Source: an optimization exercise on an open RTL-to-GDS flow (aim: small area, a short achievable clock period and few clock cycles per item). Production flows keep margins and buffers that such runs may drop.
At most, simulation tests tie the RTL to the original design; equivalence was not proved.
The RTL of runs 1 and 2 was laid out without a check of its function.
Power figures rest on the tool's default switching activity, not on a simulated workload.

## design/flow/config.mk

```make
export PLATFORM = sky130hd
export DESIGN_NAME = cp1_responder
export DESIGN_NICKNAME = cp1_responder
export VERILOG_FILES = /design/flow/design.v
export SDC_FILE = /design/flow/constraint.sdc
export NUM_CORES = 4
export LEC_CHECK = 0
export CAP_MARGIN = 20
export CORE_MARGIN = 2
export CORE_UTILIZATION = 40
export SETUP_SLACK_MARGIN = 3
export SLEW_MARGIN = 20
```

## design/flow/constraint.sdc

```tcl
create_clock -name core_clock -period 7.0 [get_ports {clk}]
set_input_delay 1.4000 -clock core_clock [delete_from_list [all_inputs] [get_ports {clk}]]
set_output_delay 1.4000 -clock core_clock [all_outputs]
set_load 0.01 [all_outputs]
```

## design/flow/design.v

```verilog
module cp1_responder #(
    parameter int NREG = 32,
    parameter int W    = 32
) (
    input  logic                    clk,
    input  logic                    rst,
    input  logic                    flag_clr,
    output logic                    flag_ovf,
    output logic                    flag_unf,
    input  logic                    req_valid,
    output logic                    req_ready,
    input  logic [1:0]              req_op,
    input  logic [$clog2(NREG)-1:0] req_fd,
    input  logic [$clog2(NREG)-1:0] req_fs,
    input  logic [$clog2(NREG)-1:0] req_ft,
    input  logic [W-1:0]            req_wdata,
    output logic                    rsp_valid,
    output logic [W-1:0]            rsp_data
);
    localparam int IW = $clog2(NREG);
    localparam logic [1:0] OP_ADD_S = 2'b00;
    localparam logic [1:0] OP_SUB_S = 2'b01;
    localparam logic [1:0] OP_MTC1  = 2'b10;
    localparam logic [1:0] OP_MFC1  = 2'b11;
    logic [W-1:0]  rf_q [NREG];
    logic [NREG-1:0] rf_vld_q;
    logic          rf_we;
    logic [IW-1:0] rf_waddr;
    logic          s1_valid_q, s1_arith_q, s1_sub_q, s1_we_q, s1_late_q;
    logic          s1_wait_a_q, s1_wait_b_q;
    logic [IW-1:0] s1_fd_q;
    logic [W-1:0]  op_a_q, op_b_q;
    logic          ready_q;
    logic          s2_valid_q, s2_arith_q, s2_we_q, s2_near_q, s2_sub_q;
    logic [IW-1:0] s2_fd_q;
    logic          s2_sign_q;
    logic [7:0]    s2_exp_q;
    logic [23:0]   s2_big_q, s2_small_q, s2_diff_q;
    logic          rsp_valid_q, res_we_q;
    logic [IW-1:0] res_fd_q;
    logic [W-1:0]  rsp_data_q;
    logic [W-1:0]  r_res;
    logic          r_ovf, r_unf;
    logic          accept, req_arith, req_mtc1, req_mfc1;
    logic          hit1_a, hit1_b, hit2_a, hit2_b, hit3_a, hit3_b;
    logic          haz_a, haz_b, wait_any;
    logic [W-1:0]  rd_a, rd_b, fwd_a, fwd_b;
    assign accept    = req_valid && ready_q;
    assign req_arith = !req_op[1];
    assign req_mtc1  = (req_op == OP_MTC1);
    assign req_mfc1  = (req_op == OP_MFC1);
    always_comb begin
        rd_a = '0;
        rd_b = '0;
        for (int i = 0; i < NREG; i++) begin
            rd_a = rd_a | ({W{(req_fs == IW'(i)) && rf_vld_q[i]}} & rf_q[i]);
            rd_b = rd_b | ({W{(req_ft == IW'(i)) && rf_vld_q[i]}} & rf_q[i]);
        end
    end
    assign hit1_a = s1_valid_q && s1_we_q && (s1_fd_q == req_fs);
    assign hit1_b = s1_valid_q && s1_we_q && (s1_fd_q == req_ft);
    assign hit2_a = s2_valid_q && s2_we_q && (s2_fd_q == req_fs);
    assign hit2_b = s2_valid_q && s2_we_q && (s2_fd_q == req_ft);
    assign hit3_a = rsp_valid_q && res_we_q && (res_fd_q == req_fs);
    assign hit3_b = rsp_valid_q && res_we_q && (res_fd_q == req_ft);
    assign haz_a    = hit1_a && s1_arith_q;
    assign haz_b    = hit1_b && s1_arith_q;
    assign wait_any = accept && req_arith && (haz_a || haz_b);
    always_comb begin
        if (hit1_a)      fwd_a = op_a_q;
        else if (hit2_a) fwd_a = r_res;
        else if (hit3_a) fwd_a = rsp_data_q;
        else             fwd_a = rd_a;
        if (hit1_b)      fwd_b = op_a_q;
        else if (hit2_b) fwd_b = r_res;
        else if (hit3_b) fwd_b = rsp_data_q;
        else             fwd_b = rd_b;
    end
    always_ff @(posedge clk) begin
        if (ready_q) begin
            op_a_q <= req_mtc1 ? req_wdata : fwd_a;
            op_b_q <= fwd_b;
            s1_arith_q  <= req_arith;
            s1_sub_q    <= (req_op == OP_SUB_S);
            s1_we_q     <= !req_mfc1;
            s1_fd_q     <= req_fd;
            s1_late_q   <= req_mfc1 && haz_a;
            s1_wait_a_q <= req_arith && haz_a;
            s1_wait_b_q <= req_arith && haz_b;
        end else begin
            if (s1_wait_a_q) op_a_q <= r_res;
            if (s1_wait_b_q) op_b_q <= r_res;
            s1_wait_a_q <= 1'b0;
            s1_wait_b_q <= 1'b0;
        end
    end
    always_ff @(posedge clk) begin
        if (rst) begin
            s1_valid_q <= 1'b0;
            ready_q    <= 1'b1;
        end else begin
            s1_valid_q <= ready_q ? accept : s1_valid_q;
            ready_q    <= !wait_any;
        end
    end
    logic          x_sa, x_sb, x_gt, x_eff_sub, x_near, x_age, x_agt, x_bgt;
    logic [7:0]    x_ea, x_eb, x_dab, x_dba, x_d;
    logic [23:0]   x_ma, x_mb, x_sh_in, x_shifted, x_d_ab, x_d_ba, x_d_ab1, x_d_ba1, x_diff;
    logic [W-1:0]  x_pass;
    always_comb begin
        x_ea  = op_a_q[30:23];
        x_eb  = op_b_q[30:23];
        x_sa  = op_a_q[31];
        x_sb  = op_b_q[31] ^ s1_sub_q;
        x_ma  = {x_ea != 8'd0, op_a_q[22:0] & {23{x_ea != 8'd0}}};
        x_mb  = {x_eb != 8'd0, op_b_q[22:0] & {23{x_eb != 8'd0}}};
        x_gt  = (op_b_q[30:0] > op_a_q[30:0]) && (x_eb != 8'd0);
        x_eff_sub = x_sa ^ x_sb;
        x_dab = x_ea - x_eb;
        x_dba = x_eb - x_ea;
        x_age = (x_ea >= x_eb);
        x_agt = (x_ea > x_eb);
        x_bgt = (x_eb > x_ea);
        x_d   = x_age ? x_dab : x_dba;
        x_sh_in   = x_age ? x_mb : x_ma;
        x_shifted = (x_d >= 8'd25) ? 24'd0 : (x_sh_in >> x_d[4:0]);
        x_near = x_eff_sub && (x_d <= 8'd1);
        x_d_ab  = x_ma - x_mb;
        x_d_ba  = x_mb - x_ma;
        x_d_ab1 = x_ma - {1'b0, x_mb[23:1]};
        x_d_ba1 = x_mb - {1'b0, x_ma[23:1]};
        if (x_agt)      x_diff = x_d_ab1;
        else if (x_bgt) x_diff = x_d_ba1;
        else if (x_gt)  x_diff = x_d_ba;
        else            x_diff = x_d_ab;
        x_pass = s1_late_q ? r_res : op_a_q;
    end
    always_ff @(posedge clk) begin
        s2_arith_q <= s1_arith_q;
        s2_we_q    <= s1_we_q;
        s2_fd_q    <= s1_fd_q;
        s2_near_q  <= x_near;
        s2_sub_q   <= x_eff_sub;
        s2_small_q <= x_shifted ^ {24{x_eff_sub}};
        s2_diff_q  <= x_diff;
        if (s1_arith_q) begin
            s2_sign_q <= x_near ? (x_gt ? x_sb : x_sa) : (x_age ? x_sa : x_sb);
            s2_exp_q  <= x_age ? x_ea : x_eb;
            s2_big_q  <= x_age ? x_ma : x_mb;
        end else begin
            s2_sign_q <= x_pass[31];
            s2_exp_q  <= x_pass[30:23];
            s2_big_q  <= {1'b0, x_pass[22:0]};
        end
    end
    always_ff @(posedge clk) begin
        if (rst) s2_valid_q <= 1'b0;
        else     s2_valid_q <= s1_valid_q && !s1_wait_a_q && !s1_wait_b_q;
    end
    logic [24:0]   f_sum;
    logic [4:0]    n_lz;
    logic          n_found;
    logic [23:0]   n_shifted;
    logic [W-1:0]  f_res, n_res;
    logic          f_ovf, f_unf, n_unf, n_small;
    logic [31:0]   n_v32;
    logic [15:0]   n_v16;
    logic [7:0]    n_v8;
    logic [3:0]    n_v4;
    logic [1:0]    n_v2;
    always_comb begin
        f_sum = {1'b0, s2_big_q} + {s2_sub_q, s2_small_q} + {24'd0, s2_sub_q};
        f_ovf = 1'b0;
        f_unf = 1'b0;
        if (f_sum[24]) begin
            if (s2_exp_q >= 8'd254) begin
                f_ovf = 1'b1;
                f_res = {s2_sign_q, 8'hFF, 23'd0};
            end else begin
                f_res = {s2_sign_q, s2_exp_q + 8'd1, f_sum[23:1]};
            end
        end else if (f_sum[23]) begin
            f_res = {s2_sign_q, s2_exp_q, f_sum[22:0]};
        end else if (f_sum[22]) begin
            if (s2_exp_q <= 8'd1) begin
                f_unf = 1'b1;
                f_res = {s2_sign_q, 31'd0};
            end else begin
                f_res = {s2_sign_q, s2_exp_q - 8'd1, f_sum[21:0], 1'b0};
            end
        end else begin
            f_res = '0;
        end
        n_found = (s2_diff_q != 24'd0);
        n_v32   = {s2_diff_q, 8'hFF};
        n_lz[4] = (n_v32[31:16] == 16'd0);
        n_v16   = n_lz[4] ? n_v32[15:0] : n_v32[31:16];
        n_lz[3] = (n_v16[15:8] == 8'd0);
        n_v8    = n_lz[3] ? n_v16[7:0] : n_v16[15:8];
        n_lz[2] = (n_v8[7:4] == 4'd0);
        n_v4    = n_lz[2] ? n_v8[3:0] : n_v8[7:4];
        n_lz[1] = (n_v4[3:2] == 2'd0);
        n_v2    = n_lz[1] ? n_v4[1:0] : n_v4[3:2];
        n_lz[0] = !n_v2[1];
        n_shifted = s2_diff_q << n_lz;
        n_unf = 1'b0;
        n_small = (s2_exp_q >= 8'd24) ? 1'b0 : ((s2_diff_q & (24'hFFFFFF << (5'd24 - s2_exp_q[4:0]))) == 24'd0);
        if (!n_found) begin
            n_res = '0;
        end else if (n_small) begin
            n_unf = 1'b1;
            n_res = {s2_sign_q, 31'd0};
        end else begin
            n_res = {s2_sign_q, s2_exp_q - {3'b000, n_lz}, n_shifted[22:0]};
        end
        if (!s2_arith_q) begin
            r_res = {s2_sign_q, s2_exp_q, s2_big_q[22:0]};
            r_ovf = 1'b0;
            r_unf = 1'b0;
        end else if (s2_near_q) begin
            r_res = n_res;
            r_ovf = 1'b0;
            r_unf = n_unf;
        end else begin
            r_res = f_res;
            r_ovf = f_ovf;
            r_unf = f_unf;
        end
    end
    always_ff @(posedge clk) begin
        rsp_data_q <= r_res;
        res_we_q   <= s2_we_q;
        res_fd_q   <= s2_fd_q;
    end
    always_ff @(posedge clk) begin
        if (rst) rsp_valid_q <= 1'b0;
        else     rsp_valid_q <= s2_valid_q;
    end
    assign rf_we    = rsp_valid_q && res_we_q;
    assign rf_waddr = res_fd_q;
    always_ff @(posedge clk) begin
        if (rf_we) rf_q[rf_waddr] <= rsp_data_q;
    end
    always_ff @(posedge clk) begin
        if (rst) begin
            rf_vld_q <= '0;
        end else if (rf_we) begin
            rf_vld_q[rf_waddr] <= 1'b1;
        end
    end
    assign req_ready = ready_q;
    assign rsp_valid = rsp_valid_q;
    assign rsp_data  = rsp_data_q;
    logic flag_ovf_q, flag_unf_q;
    always_ff @(posedge clk) begin
        if (rst) begin
            flag_ovf_q <= 1'b0;
            flag_unf_q <= 1'b0;
        end else begin
            flag_ovf_q <= (flag_ovf_q && !flag_clr) || (s2_valid_q && r_ovf);
            flag_unf_q <= (flag_unf_q && !flag_clr) || (s2_valid_q && r_unf);
        end
    end
    assign flag_ovf = flag_ovf_q;
    assign flag_unf = flag_unf_q;
endmodule
```

## design/flow/run.sh

```bash
#!/bin/bash
# synth_recipe.tcl (not shown) runs the flow's synth.tcl, then flattens the netlist and writes it again
# the make line also repeats each setting of config.mk as NAME=value (left out here)
make -C /OpenROAD-flow-scripts/flow DESIGN_CONFIG=/design/flow/config.mk WORK_HOME=/design/flow/orfs CLKGATE_MAP_FILE= SYNTH_SCRIPT=/design/flow/synth_recipe.tcl finish
```

==> run_results.csv, run 1 <==
group,metric,value,unit
detailed_routing,viasPerCell,7.41,
detailed_routing,post_drt_wl_per_cell,42.7,µm
finish,stdcell_area,0.0810,mm²
power_and_ir_drop,p_leak,28.3,nW
setup_path,crit_path_end_kind,"register",
setup_path,cp_max_fo,5,
finish,final_cell_mix,"edfxtp_1, a22oi_1, buf_4, a22o_1, a221oi_1",
min_path,hold_end,"s2_we_q",
finish,synthToLayoutAreaGrowth,25.9,%
floorplanning,core_area,0.160,mm²
clock_network,path_clk_slew,60,ps
min_path,min_from,"s1_we_q",
floorplanning,initial_utilization,40.1,%
timing,fin_crit,4440,ps
timing,setup_viol,0,
timing,setup_ws,2560,ps
finish,drive_above_1_share,26.2,%
power_and_ir_drop,power.total,0.0237,W
synth,synth_flop_cell,"edfxtp_1",
synth,yosys-top-cells-area,"edfxtp_1, a22oi_1, dfxtp_1",
floorplanning,dieArea,0.164,mm²
synth,synthesis.nets,5777,
detailed_routing,num_vias,61000,
job,cap_violations,0,
setup_path,r2r-end,"op_b_q[30]",
floorplanning,die_height,405,µm
timing,slew_headroom,14.4,%
placed_design,io_buffer_count,88,
timing,maxSlewViolCount,0,
synth,synth_edf_count,1097,
floorplanning,die-width,405,µm
timing,finalHoldViolations,0,
power_and_ir_drop,powerDensity,293,mW/mm²
clock_network,htree_num_levels,4,
grt,grt_use_total,41.1,%
setup_path,path_class,"register to register",
detailed_routing,first_pass_iters,10,
synth,syn_area,0.0643,mm²
setup_path,reg2regPathDepth,19,
synth,synth_seq_cells,1265,
finish,nFillCells,13900,
timing,timing.final.crit_share,63.4,%
finish,final_cells,8232,
grt,grt_pass1_vias,56600,
grt,overflow,0,
placed_design,place.gp.congestion,1.04,
finish,fin_nets,6177,
grt,grt_pass1_wl,465000,µm
min_path,holdCritPathClass,"register to register",
timing,fin_setup_tns,0,ps
clock_network,cts.sinks,1265,
clock_network,cts_buffers,136,
finish,multi_input_area,0.0302,mm²
timing,rsz0062_at_grt,"true",
outcome,outcome,"finished clean",
detailed_routing,drc,0,
timing,worst-slew-pin-transition,1270,ps
clock_network,clock_tree.buffer_depth,3,
floorplanning,core.rowCount,147,
synth,ys_types,95,
clock_network,clkLatencyLatePin,830,ps
timing,fmax,225,MHz
synth,yosysSeqAreaShare,56.5,%
synth,avgSynthCellArea,11.6,µm²
grt,antenna_found_initial,17,
synth,yosysWarnings,1,
setup_path,cp-start-kind,"register",
synth,synth_top_area_cell,"edfxtp_1",
grt,grt_max_degree,74,
detailed_routing,drt_iter0_markers,12400,
detailed_routing,wl,351000,µm
synth,syn_inst,5546,
floorplanning,io_pins,89,
synth,synthDominantCellAreaShare,51.2,%
finish,regArea,0.0363,mm²
clock_network,cts_tree,"built",
setup_path,reg2reg_from,"s2_diff_q[0]",
setup_path,r2r_slack,2560,ps
clock_network,root_buffer,"clkbuf_16",
min_path,min_path_cells,0,
placed_design,place_inst,7626,
placed_design,place_hpwl,213000,µm
finish,layout_commonest_cell,"edfxtp_1",
setup_path,cp.required,7510,ps
placed_design,dpl-instance-area,0.0689,mm²
placed_design,place_ws,1340,ps
power_and_ir_drop,ir_drop,0.281,mV
detailed_routing,final_antenna_net_count,0,
timing,fin_skew,56.2,ps
setup_path,worst_ep_arrival_time,4950,ps
synth,synth-async-reset-ratio,0,%
-- cells by family after synthesis --
group,count (synthesis),synth area share (%)
DFF,1265,56.5
xor gates and xnor gates,155,2.11
muxes,79,1.58
AOI/OAI and AO/OA,2004,22.8
adders and majority gates,178,3.57
buffers and inverters,604,3.61
and+or+nand+nor,1261,9.85
-- per-stage QoR --
| step | hold WS (ps) | utilization (%) |
|---|---|---|
| final | 380 | 50.6 |
| after global routing | 398 | 50.5 |
| after CTS | 381 | 48.5 |
| after detailed placement | 366 | 43.0 |
| after global placement | 359 | 43.0 |
| after floorplan | 346 | - |
-- state kept, by name, summed over array words and instances (netlist names), 5 cells and up --
register	cells
op_a_q	32
op_b_q	32
res_fd_q	5
rf_q	1024
rf_vld_q	32
rsp_data_q	32
s1_fd_q	5
s2_big_q	24
s2_diff_q	24
s2_exp_q	8
s2_fd_q	5
s2_small_q	24
-- final cells by class --
cell class                      instances  area share, %
Tap cell                             2160           3.34
Antenna cell                           14         0.0433
Multi-Input combinational cell       3684           37.3
Sequential cell                      1265           44.9
Inverter                              170          0.893
Timing Repair Buffer                  689           7.85
Clock inverter                         86           1.19
Clock buffer                          164           4.50
-- timing repair --
action	CTS	global route
endpoints found under the setup margin	178	168
buffers inserted	194	133
hold buffers	0	0
resized for setup	636	435
pin swaps	173	220
cloned	6	8
-- Yosys cell counts, types with 14 or more instances --
master	number
o211ai_1	34
nand4_1	208
clkbuf_1	377
a2bb2oi_1	19
or3_1	17
ha_1	169
and3_1	91
a21oi_1	279
nor3b_1	17
o21a_1	21
nor3_1	135
xor2_1	58
o31ai_1	23
inv_1	167
dfxtp_1	168
nor4_1	20
edfxtp_1	1097
buf_1	36
a31oi_1	34
xnor2_1	97
a221oi_1	265
o22ai_1	89
nand2_1	268
a211oi_1	33
and2_1	14
a22o_1	253
nand3_1	75
nor2b_1	31
mux4_2	17
nand2b_1	25
nor2_1	306
a21o_1	69
o21ai_0	168
buf_2	16
mux2i_1	54
a22oi_1	566
a32oi_1	16
-- worst max-delay path: stages (launching register included) --
cell      delay, ps
dfxtp_2         330
buf_6           110
or4_4           610
nor4_4          280
o31a_1          210
buf_6           120
a211oi_2         30
buf_4           180
nor2_4          120
clkinv_4        120
ha_4            220
a21o_1          180
a21o_1          180
a21o_1          150
a211o_1         300
nor3_2          140
xnor2_1         160
nor2_1           90
a311oi_4        420
a22oi_1         180
-- power breakdown --
group	internal, W	total, W	leakage, nW	switching, W
Combinational	0.00263	0.00680	14.5	0.00417
Clock	0.00431	0.00758	2.26	0.00327
Sequential	0.00899	0.00931	11.6	0.000326
Total	0.0159	0.0237	28.3	0.00776
-- metal layers --
| metal | up-vias | GRT usage [%] | part of all wire (%) |
|---|---|---|---|
| met1 | 29400 | 46.2 | 32 |
| met2 | 6206 | 61.5 | 42 |
| li1 | 23200 | - | - |
| met5 | - | 0.595 | 0.12 |
| met3 | 2118 | 17.1 | 15 |
| met4 | 20 | 32.5 | 11 |
-- how the worst max path moves through the flow --
stage,cells after the start,to,slack (ps),start
floorplan,20,op_a_q[30],2720,s2_diff_q[11]
global placement,16,op_b_q[16],890,s2_exp_q[1]
detailed placement,18,op_b_q[30],1340,s2_diff_q[21]
CTS,18,s2_diff_q[20],2650,op_a_q[26]
global route,19,op_b_q[30],2400,s2_diff_q[0]
finish,19,op_b_q[30],2560,s2_diff_q[0]
==> run 2: changes to the inputs <==
--- a/design/flow/design.v
+++ b/design/flow/design.v
@@ -104,7 +104,7 @@
         end
     end
-    logic          x_sa, x_sb, x_gt, x_eff_sub, x_near, x_age, x_agt, x_bgt;
+    logic          x_sa, x_sb, x_gt, x_eff_sub, x_near, x_age, x_odd;
     logic [7:0]    x_ea, x_eb, x_dab, x_dba, x_d;
-    logic [23:0]   x_ma, x_mb, x_sh_in, x_shifted, x_d_ab, x_d_ba, x_d_ab1, x_d_ba1, x_diff;
+    logic [23:0]   x_ma, x_mb, x_sh_in, x_shifted, x_d_ab, x_d_ba, x_diff;
     logic [W-1:0]  x_pass;
     always_comb begin
@@ -120,18 +120,12 @@
         x_dba = x_eb - x_ea;
         x_age = (x_ea >= x_eb);
-        x_agt = (x_ea > x_eb);
-        x_bgt = (x_eb > x_ea);
         x_d   = x_age ? x_dab : x_dba;
         x_sh_in   = x_age ? x_mb : x_ma;
         x_shifted = (x_d >= 8'd25) ? 24'd0 : (x_sh_in >> x_d[4:0]);
         x_near = x_eff_sub && (x_d <= 8'd1);
-        x_d_ab  = x_ma - x_mb;
-        x_d_ba  = x_mb - x_ma;
-        x_d_ab1 = x_ma - {1'b0, x_mb[23:1]};
-        x_d_ba1 = x_mb - {1'b0, x_ma[23:1]};
-        if (x_agt)      x_diff = x_d_ab1;
-        else if (x_bgt) x_diff = x_d_ba1;
-        else if (x_gt)  x_diff = x_d_ba;
-        else            x_diff = x_d_ab;
+        x_odd   = x_ea[0] ^ x_eb[0];
+        x_d_ab  = x_ma - (x_odd ? {1'b0, x_mb[23:1]} : x_mb);
+        x_d_ba  = x_mb - (x_odd ? {1'b0, x_ma[23:1]} : x_ma);
+        x_diff  = x_gt ? x_d_ba : x_d_ab;
         x_pass = s1_late_q ? r_res : op_a_q;
     end
--- a/design/flow/config.mk
+++ b/design/flow/config.mk
@@ -9,4 +9,6 @@
 export CORE_MARGIN = 2
 export CORE_UTILIZATION = 40
-export SETUP_SLACK_MARGIN = 3
+export CTS_BUF_LIST = sky130_fd_sc_hd__clkbuf_8
+export CTS_CLUSTER_SIZE = 24
+export SETUP_SLACK_MARGIN = 2
 export SLEW_MARGIN = 20
==> run 2 against run 1 <==
Still clean on timing, DRC and antenna. Synthesized area fell by 2.2%. Sequential share of layout area rose by 5.3 points. Core utilization fell by 4.3 points. Sequential power fell by 2.3%. Register-to-register slack got worse by 460 ps. Die area fell by 2.2%. Global-route usage fell by 1.8 points. Largest power group unchanged.
==> run_results.csv, run 2 <==
group,metric,value,unit
setup_path,path_delay_family,"simple AND/OR/NAND/NOR gates",
detailed_routing,num_vias,57900,
power_and_ir_drop,p_leak,25.2,nW
timing,timing.final.crit_share,71.5,%
setup_path,r2r_slack,2100,ps
synth,synth_top_area_cell,"edfxtp_1",
timing,maxSlewViolCount,0,
finish,fin_nets,5673,
timing,fin_setup_tns,0,ps
synth,synth-simple-area-share,10.1,%
clock_network,clkLatencyLatePin,1010,ps
synth,synth_edf_count,1097,
finish,layout_commonest_cell,"edfxtp_1",
finish,largest_reg_flops,1024,
placed_design,place.gp.congestion,1.03,
synth,synth_flop_cell,"edfxtp_1",
floorplanning,core_area,0.156,mm²
timing,fin_crit,5010,ps
synth,yosys-top-cells-area,"edfxtp_1, a22oi_1, dfxtp_1",
setup_path,crit_path_top_delay_cell,"nor3_1",
setup_path,path_class,"input pin to register",
power_and_ir_drop,power.total,0.0197,W
grt,grt_max_degree,66,
power_and_ir_drop,powerDensity,273,mW/mm²
synth,synth-xor-area-share,1.81,%
synth,synth-async-reset-ratio,0,%
clock_network,root_buffer,"clkbuf_8",
timing,fin_skew,114,ps
finish,top_register,"rf_q",
setup_path,cp-start-kind,"input pin",
timing,rsz0062_at_grt,"true",
detailed_routing,first_pass_iters,11,
detailed_routing,post_drt_wl_per_cell,42.5,µm
clock_network,cts_tree,"built",
floorplanning,io_pins,89,
grt,overflow,0,
setup_path,crit_chain,"clkdlybuf4s50_1 -> and3_1 -> and3_2 -> buf_4 -> a22o_1 -> a221oi_1 -> nand4_1 -> nor3_1 -> a21oi_1 -> o22ai_1 -> a22oi_1",
synth,yosysMostFrequentCell,"edfxtp_1",
synth,avgSynthCellArea,11.8,µm²
setup_path,worst-path-buf-inv,2,
timing,worst-slew-pin-transition,1290,ps
synth,synth_compound_area_share,22.5,%
floorplanning,core.rowCount,145,
finish,synthToLayoutAreaGrowth,14.9,%
grt,grt_pass1_wl,442000,µm
floorplanning,dieArea,0.160,mm²
clock_network,cts_buffers,204,
synth,synthAdderAreaFrac,2.67,%
synth,synth_top_family_by_area,"compound AO/OA/AOI/OAI gates",
job,cap_violations,0,
finish,final_cell_mix,"edfxtp_1, a22oi_1, a22o_1, nand2_1, buf_4",
detailed_routing,drc,0,
synth,synthesis.nets,5514,
floorplanning,initial_utilization,40.3,%
timing,slew_headroom,13.4,%
setup_path,crit_path_end_kind,"register",
clock_network,htree_num_levels,4,
setup_path,cp_max_fo,20,
synth,ys_types,114,
outcome,outcome,"finished clean",
setup_path,worst_ep_arrival_time,5680,ps
timing,fmax,200,MHz
clock_network,cts.sinks,1265,
timing,finalHoldViolations,0,
setup_path,cp.required,7680,ps
placed_design,place_hpwl,205000,µm
synth,syn_area,0.0629,mm²
synth,synthDominantCellAreaShare,52.4,%
detailed_routing,drt_iter0_markers,12200,
grt,grt_pass1_vias,54200,
clock_network,path_clk_slew,70,ps
timing,setup_viol,0,
floorplanning,die-width,401,µm
detailed_routing,viasPerCell,7.48,
setup_path,max_stage_delay,850,ps
synth,synth_seq_cells,1265,
detailed_routing,wl,329000,µm
synth,synth.area.mux_share,1.80,%
grt,grt_use_total,39.4,%
min_path,holdCritPathClass,"register to register",
synth,yosysWarnings,1,
clock_network,clock_tree.buffer_depth,3,
detailed_routing,final_antenna_net_count,0,
finish,drive_above_1_share,15.1,%
placed_design,io_buffer_count,88,
synth,synthTopCellsByCount,"edfxtp_1, a22oi_1, clkbuf_1",
grt,antenna_found_initial,20,
clock_network,ctsHoldBuffers,0,
floorplanning,die_height,401,µm
synth,yosysSeqAreaShare,57.7,%
synth,syn_inst,5331,
power_and_ir_drop,ir_drop,0.164,mV
[run 2: changes by cell type after synthesis, sizes merged, moves of 24 or more]
cell | before | now
o22ai | 89 | 62
ha | 169 | 123
a22oi | 566 | 590
a21oi | 279 | 200
a21o | 69 | 38
o21ai | 177 | 253
mux2 | 7 | 31
clkbuf | 377 | 340
nor2 | 308 | 284
inv | 169 | 130
and2 | 16 | 40
[run 2: cell families (layout without fill, tap and decap cells)]
kind of cell    count (synthesis)  in the layout
simple gates                 1253           1253
flops                        1265           1265
mux                           109            109
buf+inv                       546            881
xor+xnor                      128            128
other cells                     0             16
compound gates               1900           1901
fa+ha+maj                     130            130
[run 2: power by group]
part / leakage (nW) / switching [W] / internal (W)
Combinational: 11.3 / 0.00270 / 0.00120
Clock: 2.36 / 0.00329 / 0.00344
Sequential: 11.6 / 0.000261 / 0.00884
Total: 25.2 / 0.00624 / 0.0135
[run 2: final cells by class]
type | instances | area (µm²)
fillers | 14200 | 83900
well taps | 2058 | 2570
flip-flops and latches | 1265 | 36300
repair buffers | 368 | 3350
inverters | 130 | 504
multi-input cells | 3521 | 25300
clock buffers | 221 | 3040
diodes | 16 | 40.0
clock inverters | 162 | 1160
[run 2: what timing repair did]
item                                    4_1_cts  5_1_grt
endpoints found under the setup margin       82      115
buffers inserted                              6       30
pin swaps                                     5       12
gates cloned                                  1        1
endpoints found under the hold margin         0        0
resized for setup                            29       52
[run 2: metal layers]
layer | vias up | GRT usage, % | share of wire (%)
met5 | - | 0.208 | 0.080
met4 | 25 | 29.9 | 9.7
met3 | 1911 | 16.9 | 16
met2 | 6223 | 57.6 | 42
met1 | 27800 | 45.5 | 33
li1 | 21900 | - | -
[run 2: path summary, 6_finish.rpt]
path                   start       endpoint  cells past startpoint
setup reg to reg  op_a_q[30]  s2_diff_q[23]                     19
hold reg to reg      s2_we_q       res_we_q                      0
setup / recovery   req_ft[1]     op_b_q[31]                     11
hold / removal       s2_we_q       res_we_q                      0
[run 2: metrics by stage]
step | utilization, % | instances | instance area, µm² | worst slack, ps | hold slack (ps)
CTS | 45.9 | 7693 | 71700 | 1940 | 373
finish | 46.3 | 7741 | 72300 | 1990 | 371
floorplan | - | 5331 | 62900 | 1920 | 350
detailed placement | 43.1 | 7303 | 67300 | 1410 | 364
global placement | 43.0 | 7301 | 67200 | 1330 | 364
global route | 46.3 | 7728 | 72300 | 1920 | 388
==> run 3: changes to the inputs <==
--- a/design/flow/design.v
+++ b/design/flow/design.v
@@ -104,7 +104,8 @@
         end
     end
-    logic          x_sa, x_sb, x_gt, x_eff_sub, x_near, x_age, x_odd;
+    logic          x_sa, x_sb, x_gt, x_eff_sub, x_near, x_age;
     logic [7:0]    x_ea, x_eb, x_dab, x_dba, x_d;
-    logic [23:0]   x_ma, x_mb, x_sh_in, x_shifted, x_d_ab, x_d_ba, x_diff;
+    logic [23:0]   x_ma, x_mb, x_big, x_small, x_sh_in, x_shifted, x_small_al, x_near_small;
+    logic [23:0]   x_diff;
     logic [W-1:0]  x_pass;
     always_comb begin
@@ -113,19 +114,20 @@
         x_sa  = op_a_q[31];
         x_sb  = op_b_q[31] ^ s1_sub_q;
-        x_ma  = {x_ea != 8'd0, op_a_q[22:0] & {23{x_ea != 8'd0}}};
-        x_mb  = {x_eb != 8'd0, op_b_q[22:0] & {23{x_eb != 8'd0}}};
-        x_gt  = (op_b_q[30:0] > op_a_q[30:0]) && (x_eb != 8'd0);
+        x_ma  = (x_ea == 8'd0) ? 24'd0 : {1'b1, op_a_q[22:0]};
+        x_mb  = (x_eb == 8'd0) ? 24'd0 : {1'b1, op_b_q[22:0]};
+        x_gt  = {x_eb, x_mb[22:0]} > {x_ea, x_ma[22:0]};
+        x_big   = x_gt ? x_mb : x_ma;
+        x_small = x_gt ? x_ma : x_mb;
         x_eff_sub = x_sa ^ x_sb;
+        x_age = (x_ea >= x_eb);
         x_dab = x_ea - x_eb;
         x_dba = x_eb - x_ea;
-        x_age = (x_ea >= x_eb);
         x_d   = x_age ? x_dab : x_dba;
         x_sh_in   = x_age ? x_mb : x_ma;
         x_shifted = (x_d >= 8'd25) ? 24'd0 : (x_sh_in >> x_d[4:0]);
+        x_small_al = (x_ea == x_eb) ? x_small : x_shifted;
         x_near = x_eff_sub && (x_d <= 8'd1);
-        x_odd   = x_ea[0] ^ x_eb[0];
-        x_d_ab  = x_ma - (x_odd ? {1'b0, x_mb[23:1]} : x_mb);
-        x_d_ba  = x_mb - (x_odd ? {1'b0, x_ma[23:1]} : x_ma);
-        x_diff  = x_gt ? x_d_ba : x_d_ab;
+        x_near_small = x_d[0] ? {1'b0, x_small[23:1]} : x_small;
+        x_diff = x_big - x_near_small;
         x_pass = s1_late_q ? r_res : op_a_q;
     end
@@ -136,10 +138,10 @@
         s2_near_q  <= x_near;
         s2_sub_q   <= x_eff_sub;
-        s2_small_q <= x_shifted ^ {24{x_eff_sub}};
+        s2_small_q <= x_small_al;
         s2_diff_q  <= x_diff;
         if (s1_arith_q) begin
-            s2_sign_q <= x_near ? (x_gt ? x_sb : x_sa) : (x_age ? x_sa : x_sb);
-            s2_exp_q  <= x_age ? x_ea : x_eb;
-            s2_big_q  <= x_age ? x_ma : x_mb;
+            s2_sign_q <= x_gt ? x_sb : x_sa;
+            s2_exp_q  <= x_gt ? x_eb : x_ea;
+            s2_big_q  <= x_big;
         end else begin
             s2_sign_q <= x_pass[31];
@@ -157,12 +159,7 @@
     logic [23:0]   n_shifted;
     logic [W-1:0]  f_res, n_res;
-    logic          f_ovf, f_unf, n_unf, n_small;
-    logic [31:0]   n_v32;
-    logic [15:0]   n_v16;
-    logic [7:0]    n_v8;
-    logic [3:0]    n_v4;
-    logic [1:0]    n_v2;
-    always_comb begin
-        f_sum = {1'b0, s2_big_q} + {s2_sub_q, s2_small_q} + {24'd0, s2_sub_q};
+    logic          f_ovf, f_unf, n_unf;
+    always_comb begin
+        f_sum = {1'b0, s2_big_q} + ({1'b0, s2_small_q} ^ {25{s2_sub_q}}) + {24'd0, s2_sub_q};
         f_ovf = 1'b0;
         f_unf = 1'b0;
@@ -186,21 +183,17 @@
             f_res = '0;
         end
-        n_found = (s2_diff_q != 24'd0);
-        n_v32   = {s2_diff_q, 8'hFF};
-        n_lz[4] = (n_v32[31:16] == 16'd0);
-        n_v16   = n_lz[4] ? n_v32[15:0] : n_v32[31:16];
-        n_lz[3] = (n_v16[15:8] == 8'd0);
-        n_v8    = n_lz[3] ? n_v16[7:0] : n_v16[15:8];
-        n_lz[2] = (n_v8[7:4] == 4'd0);
-        n_v4    = n_lz[2] ? n_v8[3:0] : n_v8[7:4];
-        n_lz[1] = (n_v4[3:2] == 2'd0);
-        n_v2    = n_lz[1] ? n_v4[1:0] : n_v4[3:2];
-        n_lz[0] = !n_v2[1];
+        n_lz    = 5'd0;
+        n_found = 1'b0;
+        for (int i = 23; i >= 0; i--) begin
+            if (!n_found && s2_diff_q[i]) begin
+                n_lz    = 5'(23 - i);
+                n_found = 1'b1;
+            end
+        end
         n_shifted = s2_diff_q << n_lz;
         n_unf = 1'b0;
-        n_small = (s2_exp_q >= 8'd24) ? 1'b0 : ((s2_diff_q & (24'hFFFFFF << (5'd24 - s2_exp_q[4:0]))) == 24'd0);
         if (!n_found) begin
             n_res = '0;
-        end else if (n_small) begin
+        end else if (s2_exp_q <= {3'b000, n_lz}) begin
             n_unf = 1'b1;
             n_res = {s2_sign_q, 31'd0};
--- a/design/flow/config.mk
+++ b/design/flow/config.mk
@@ -9,6 +9,3 @@
 export CORE_MARGIN = 2
 export CORE_UTILIZATION = 40
-export CTS_BUF_LIST = sky130_fd_sc_hd__clkbuf_8
-export CTS_CLUSTER_SIZE = 24
-export SETUP_SLACK_MARGIN = 2
 export SLEW_MARGIN = 20
==> run 3 against run 2 <==
Still clean. Synthesized cell count decreased by 4.3%. Critical path depth increased by 20. Clock skew decreased by 63 ps. Global-route usage decreased by 0.18 points. Combinational power decreased by 4%. Register-to-register slack got worse by 1700 ps. Sequential power about the same. Synthesized area decreased by 2.2%. Maximum frequency decreased by 24%. First-iteration DRC count increased by 7.0%. Critical path type is now register to register. Largest power group unchanged.
==> run_results.csv, run 3 <==
group,metric,value,unit
detailed_routing,drt_iter0_markers,13100,
timing,setup_viol,0,
finish,largest_reg_flops,1024,
synth,avgSynthCellArea,12.1,µm²
synth,synth-async-reset-ratio,0,%
synth,synthTopCellsByCount,"edfxtp_1, a22oi_1, clkbuf_1",
synth,synth_edf_count,1097,
grt,grt_max_degree,59,
floorplanning,core.rowCount,143,
timing,slew_headroom,6.66,%
floorplanning,die-width,396,µm
floorplanning,io_pins,89,
setup_path,path_class,"register to register",
grt,overflow,0,
min_path,holdCritPathClass,"register to register",
floorplanning,die_height,396,µm
timing,hold_ws,372,ps
setup_path,crit_path_top_delay_cell,"fa_1",
detailed_routing,post_drt_wl_per_cell,43.2,µm
timing,fmax,151,MHz
grt,grt_pass1_wl,427000,µm
detailed_routing,wl,318000,µm
outcome,outcome,"finished clean",
floorplanning,initial_utilization,40.4,%
timing,fin_setup_tns,0,ps
power_and_ir_drop,ir_drop,0.247,mV
synth,yosysSeqAreaShare,59.0,%
setup_path,crit_path_end_kind,"register",
clock_network,clock_tree.buffer_depth,3,
placed_design,place_inst,7077,
detailed_routing,final_antenna_net_count,0,
clock_network,htree_num_levels,4,
clock_network,clkLatencyLatePin,800,ps
setup_path,max_stage_delay,480,ps
setup_path,cp-start-kind,"register",
synth,synthesis.nets,5257,
synth,synth_top_area_cell,"edfxtp_1",
power_and_ir_drop,p_leak,24.3,nW
min_path,min_path_cells,0,
clock_network,root_buffer,"clkbuf_16",
synth,yosysWarnings,1,
placed_design,io_buffer_count,88,
clock_network,path_clk_slew,60,ps
power_and_ir_drop,powerDensity,285,mW/mm²
grt,grt_pass1_vias,51500,
finish,drive_above_1_share,13.9,%
setup_path,worst_ep_arrival_time,7250,ps
finish,final_cell_mix,"edfxtp_1, a22oi_1, nor2_1, buf_4, a22o_1",
timing,maxSlewViolCount,0,
synth,yosys-top-cells-area,"edfxtp_1, a22oi_1, dfxtp_1",
synth,synth_seq_cells,1265,
timing,finalHoldViolations,0,
placed_design,place_hpwl,200000,µm
job,cap_violations,0,
grt,grt_use_total,39.2,%
timing,timing.final.crit_share,94.3,%
grt,antenna_found_initial,20,
finish,synthToLayoutAreaGrowth,14.8,%
detailed_routing,drc,0,
synth,synth_flop_cell,"edfxtp_1",
finish,top_register,"rf_q",
floorplanning,core_area,0.152,mm²
clock_network,cts.sinks,1265,
placed_design,place.gp.congestion,1.03,
synth,yosysMostFrequentCell,"edfxtp_1",
detailed_routing,viasPerCell,7.64,
setup_path,cpMostUsedCell,"a21oi_1",
setup_path,cp_max_fo,14,
placed_design,place_ws,42.8,ps
setup_path,reg2regPathDepth,31,
finish,final_cells,7354,
synth,ys_types,115,
setup_path,cp.required,7640,ps
synth,syn_area,0.0615,mm²
floorplanning,dieArea,0.157,mm²
detailed_routing,num_vias,56200,
timing,fin_skew,51.1,ps
timing,worst-slew-pin-transition,1390,ps
detailed_routing,first_pass_iters,12,
finish,fin_nets,5354,
finish,final_util,46.3,%
clock_network,cts_tree,"built",
finish,nFillCells,13700,
synth,syn_inst,5101,
finish,layout_commonest_cell,"edfxtp_1",
clock_network,cts_buffers,137,
timing,fin_crit,6600,ps
timing,setup_ws,397,ps
synth,synthDominantCellAreaShare,53.5,%
run 3: cell types whose count changed after synthesis, moves of 16 or more:
cell | before | now
o22ai_1 | 62 | 78
mux2i_1 | 78 | 41
o21ai_0 | 218 | 126
ha_1 | 123 | 98
a22o_1 | 272 | 241
nor2_1 | 280 | 301
o21ai_1 | 35 | 10
nand2_1 | 270 | 184
mux4_2 | 0 | 19
xnor2_1 | 75 | 44
run 3: final timing paths:
check	endpoint	slack (ps)	from
worst min register to register	res_fd_q[0]	370	s2_fd_q[0]
worst min-delay path	res_fd_q[0]	370	s2_fd_q[0]
worst max register to register	s2_diff_q[22]	400	op_a_q[30]
worst max-delay path	s2_diff_q[22]	400	op_a_q[30]
run 3: critical path, delay by kind of cell (launching register included):
kind	cells	cell delay, ps
mux	1	140
buf+inv	4	610
xor+xnor	1	130
fa+ha+maj	3	1010
flops	1	400
simple gates	5	770
compound gates	17	3390
run 3: logic make-up after synthesis:
| group | after synthesis | share of synthesized area, % |
|---|---|---|
| AO/OA/AOI/OAI | 1799 | 22.0 |
| AND/OR/NAND/NOR | 1201 | 10.0 |
| multiplexers | 90 | 1.91 |
| adder cells (fa/ha/maj) | 103 | 2.16 |
| flip-flops | 1265 | 59.0 |
| XOR/XNOR | 108 | 1.54 |
| buffers and inverters | 535 | 3.38 |
run 3: where the power goes:
part	leakage [nW]	internal (W)	switching (W)
Combinational	10.6	0.00111	0.00264
Sequential	11.6	0.00885	0.000268
Clock	2.15	0.00400	0.00325
Total	24.3	0.0140	0.00615
run 3: what timing repair did:
item | in CTS | in global routing
cloned | 0 | 1
buffers inserted | 0 | 10
pin swaps | 0 | 6
gates resized for setup | 1 | 27
hold buffers | 0 | 0
setup endpoints to repair | 1 | 4
run 3: area by class of cell:
type	count	area [µm²]	share of cell area [%]
multi-input cells	3301	23700	33.5
repair buffers	372	3170	4.49
inverters	121	459	0.650
flip-flops and latches	1265	36300	51.4
diodes	20	50.0	0.0709
well taps	2030	2540	3.60
clock buffers	169	3630	5.14
clock inverters	76	787	1.11
run 3: stage by stage:
stage	total power, W	area (µm²)
3_3_place_gp	0.0128	65900
3_5_place_dp	0.0128	65900
2_1_floorplan	0.0113	61500
4_1_cts	0.0199	70300
6_report	0.0201	70600
5_1_grt	0.0205	70600
run 3: layer usage:
metal | routed length [µm] | share of wire, % | up-vias | track usage [%]
met5 | 556 | 0.17 | - | 1.91
met3 | 51500 | 16 | 2064 | 16.2
li1 | - | - | 20900 | -
met4 | 34200 | 11 | 30 | 31.4
met2 | 129000 | 41 | 6440 | 56.2
met1 | 102000 | 32 | 26700 | 45.9
Testbench counts of run 3, summed over its fixed seeds: cycles 5,618, ops 4,800.

==> static timing again, ports no longer ideal <==
Ports are ideal in the flow. The routed layouts listed here were re-timed in OpenROAD.
Step 1: set_driving_cell puts a clkbuf_16 on clk and a buf_2 on each other input, an assumption about the parent block.
Step 2 moves the port delays by t, midway between the first and last clock arrival at a register: inputs arrive t later, outputs are due t later. That takes back most of the time a late clock gives input paths.
a / b / c = ideal ports / drivers / drivers and shift; a / b = the first two.
run	shift t [ns]	setup slack, ns	worst hold slack (ns)
run 1	0.881	2.563 / 2.563 / 1.868	0.380 / 0.380 / 0.380
run 2	1.029	1.992 / 2.047 / 1.018	0.371 / 0.371 / 0.371
run 3	0.867	0.397 / 0.397 / 0.397	0.372 / 0.372 / 0.372
After both steps every run listed still meets setup and hold. For run 2, which loses most, drivers alone change the setup slack by +0.055 ns; drivers and shift together by -0.974 ns.
